Source: an optimization exercise on an open RTL-to-GDS flow (aim: small area). Production flows keep margins and buffers that such runs may drop. Function was checked by simulation only, so behaviour that the tests miss may differ from the original. No activity file was given, so power comes from the tool's default toggle rates.

## the previous run
// spec_monitor_top
module spec_monitor_top #(
    parameter int WF_LINE_DIV = 4,   
    parameter int DECAY_BITS  = 3    
) (
    input  wire logic                  logfn_lineSync,
    input  wire logic                  global_rst,
    input  wire logic                  i_bin_valid,
    input  wire spec_pkg::bin_sample_t i_bin,
    input  wire logic                  i_frame_sync,
    input  wire logic                  i_line_done,
    input  wire spec_pkg::bin_t        i_rd_addr,
    input  wire spec_pkg::row_t        i_rd_row,
    output spec_pkg::disp_rd_t         o_rd
);
    localparam int NB    = 2 ** spec_pkg::BIN_BITS;
    localparam int NR    = 2 ** spec_pkg::ROW_BITS;
    localparam int NJ    = (NB + 1) / 3;                 
    localparam int MSB   = spec_pkg::BIN_BITS - 1;
    localparam int DW    = spec_pkg::AMPL_BITS;
    localparam int DIV_W = (WF_LINE_DIV > 1) ? $clog2(WF_LINE_DIV) : 1;
    logic rst;
    assign rst = global_rst;
    logic                  sync_q;
    logic [DECAY_BITS-1:0] decay_ctr;
    logic [1:0]            stb;          
    logic                  rst_q;        
    logic                  rst_qq;       
    spec_pkg::bin_t        ph;           
    spec_pkg::bin_req_t    req;          
    always_ff @(posedge logfn_lineSync)
    begin
        rst_q  <= rst;
        rst_qq <= rst_q;
        if (rst)
        begin
            sync_q    <= 1'b0;
            decay_ctr <= '0;
            stb       <= '0;
            ph        <= '0;
        end
        else
        begin
            sync_q <= i_frame_sync;
            if (i_frame_sync & ~sync_q)
            begin
                decay_ctr <= decay_ctr - 1'b1;
            end
            stb <= {stb[0], i_bin_valid};
            ph  <= ph + 1'b1;
        end
    end
    always_ff @(posedge logfn_lineSync)
    begin
        if (i_bin_valid)
        begin
            req.addr  <= {~i_bin.bin[MSB], i_bin.bin[MSB-1:0]};
            req.ampl  <= i_bin.ampl;
            req.close <= i_frame_sync;
            req.decay <= (decay_ctr == '0);
        end
    end
    logic [DIV_W-1:0] line_div;
    spec_pkg::row_t   wr_line;
    spec_pkg::row_t   wr_line_nx;        
    assign wr_line_nx = (i_line_done && (line_div == DIV_W'(WF_LINE_DIV - 1))) ?
                        (wr_line + 1'b1) : wr_line;
    always_ff @(posedge logfn_lineSync)
    begin
        if (rst)
        begin
  ...
clock: 5.0 ns
lec_check: 0
cap_margin: 20
core_margin: 2
core_utilization: 60
cts_cluster_diameter: 100
cts_cluster_size: 30
place_density: 0.75
setup_slack_margin: 0.35
slew_margin: 20
synth_hierarchical: 1
synth_minimum_keep_size: 0
run.sh (not shown) runs the stock make flow with config.mk's settings and CLKGATE_MAP_FILE= SYNTH_SCRIPT=/design/flow/synth_recipe.tcl, a recipe that flattens the netlist after the stock synthesis.
The final layout from the previous run, which completed every stage, passed the timing, design-rule and antenna checks at the end of the flow.
[inputs] the current run vs the previous run
Settings: SETUP_SLACK_MARGIN now 0.2, was 0.35.
==> comparison <==
On total power, the current run tracks the previous run almost exactly.
The previous run ended up with pos_q[1]$_DFF_P_ as its startpoint of the worst setup timing path; the current run ended up with i_rd_addr[0].
Non-clock buffer contribution to total cell area: the previous run vs the current run — no meaningful difference
Between the previous run and the current run, the cell area does not differ in any meaningful way.
Of the two values seen for critical path endpoint, new_spec_q[7]$_SDFFCE_PP0P_ was produced by the previous run and o_rd[1]$_SDFF_PP0_ by the current run.
From the previous run to the current run the numbers moved as follows: detailed-route wire length roughly the same; post-route minimum period rose 0.10 ns.
Number of global-route vias before repair of the current run is on par with the previous run.
The current run and the previous run ended up with nearly the same share of the core filled with cells in the final layout.
The previous run -> the current run: number of standard cells in the final layout excluding fillers flat

* * *

Another version of the RTL of spec_monitor_top (not shown whole).
Size: ~6,800 cells after synthesis, ~83,000 µm² of cells after synthesis.
// spec_monitor_top
module spec_monitor_top #(
    parameter int WF_LINE_DIV = 4,   
    parameter int DECAY_BITS  = 3    
) (
    input  wire logic                  logfn_lineSync,
    input  wire logic                  global_rst,
    input  wire logic                  i_bin_valid,
    input  wire spec_pkg::bin_sample_t i_bin,
    input  wire logic                  i_frame_sync,
    input  wire logic                  i_line_done,
    input  wire spec_pkg::bin_t        i_rd_addr,
    input  wire spec_pkg::row_t        i_rd_row,
    output spec_pkg::disp_rd_t         o_rd
);
Settings: LEC_CHECK=0, CAP_MARGIN=20, CORE_MARGIN=2, CORE_UTILIZATION=60, CTS_CLUSTER_DIAMETER=100, CTS_CLUSTER_SIZE=30, GPL_ROUTABILITY_DRIVEN=0, PLACE_DENSITY=0.75, SETUP_SLACK_MARGIN=0.1, SLEW_MARGIN=20, SYNTH_HIERARCHICAL=1, SYNTH_MINIMUM_KEEP_SIZE=0; clock period 5.0 ns.
The baseline ran to the end with no violations.
Next try:
Settings changed: CORE_UTILIZATION 60 to 45, GPL_ROUTABILITY_DRIVEN 0 to unset, PLACE_DENSITY 0.75 to 0.6, SETUP_SLACK_MARGIN 0.1 to unset.
Outcome: Final cell count rises by 8.9%; register-to-register slack is better by 0.05 ns; global-route usage decreases by 7.2 points; worst setup slack gets worse by 0.051 ns; routed wire length goes up by 6.5%; cell area grows by 2.0%; sequential share of layout area decreases by 1.1 points; synthesized cell count stays the same; flip-flop and latch count stays the same; synthesized area does not change; die area came out higher by 33%.

[afterwards: timing with drivers on the ports]
In the flow no input, the clock included, has a driving cell. The finished layouts below were timed again as built, in two steps. Step 1 sets driving cells, clkbuf_16 on the clock port and buf_2 on the other inputs (assumed; they add their load-dependent delay and slew). Step 2 also shifts input and output timing later by t, the mid clock arrival at the registers, as if the neighbouring blocks saw the same clock. Three values: ideal ports, drivers, drivers and shift; two values: the first two.
run | t (ns) | setup slack, ns | hold WS [ns] | clock arrival spread, ns | worst slew at a driven data input, ns
the previous run | 0.851 | 0.353 / 0.353 / -0.339 | 0.337 / 0.337 / 0.337 | 0.042 / 0.042 | 0.17
the current run | 0.849 | 0.248 / 0.282 / -0.551 | 0.330 / 0.330 / 0.330 | 0.040 / 0.041 | 0.17
the first run of note 2 | 0.849 | 0.139 / 0.141 / -0.658 | 0.339 / 0.339 / 0.339 | 0.038 / 0.039 | 0.04
the second run of note 2 | 0.843 | 0.088 / 0.136 / -0.707 | 0.341 / 0.341 / 0.341 | 0.041 / 0.041 | 0.17
Met with ideal ports but missed after step 2: setup timing in every run listed. For the current run, which loses most, drivers alone change the setup slack by +0.034 ns; drivers and shift together by -0.799 ns.
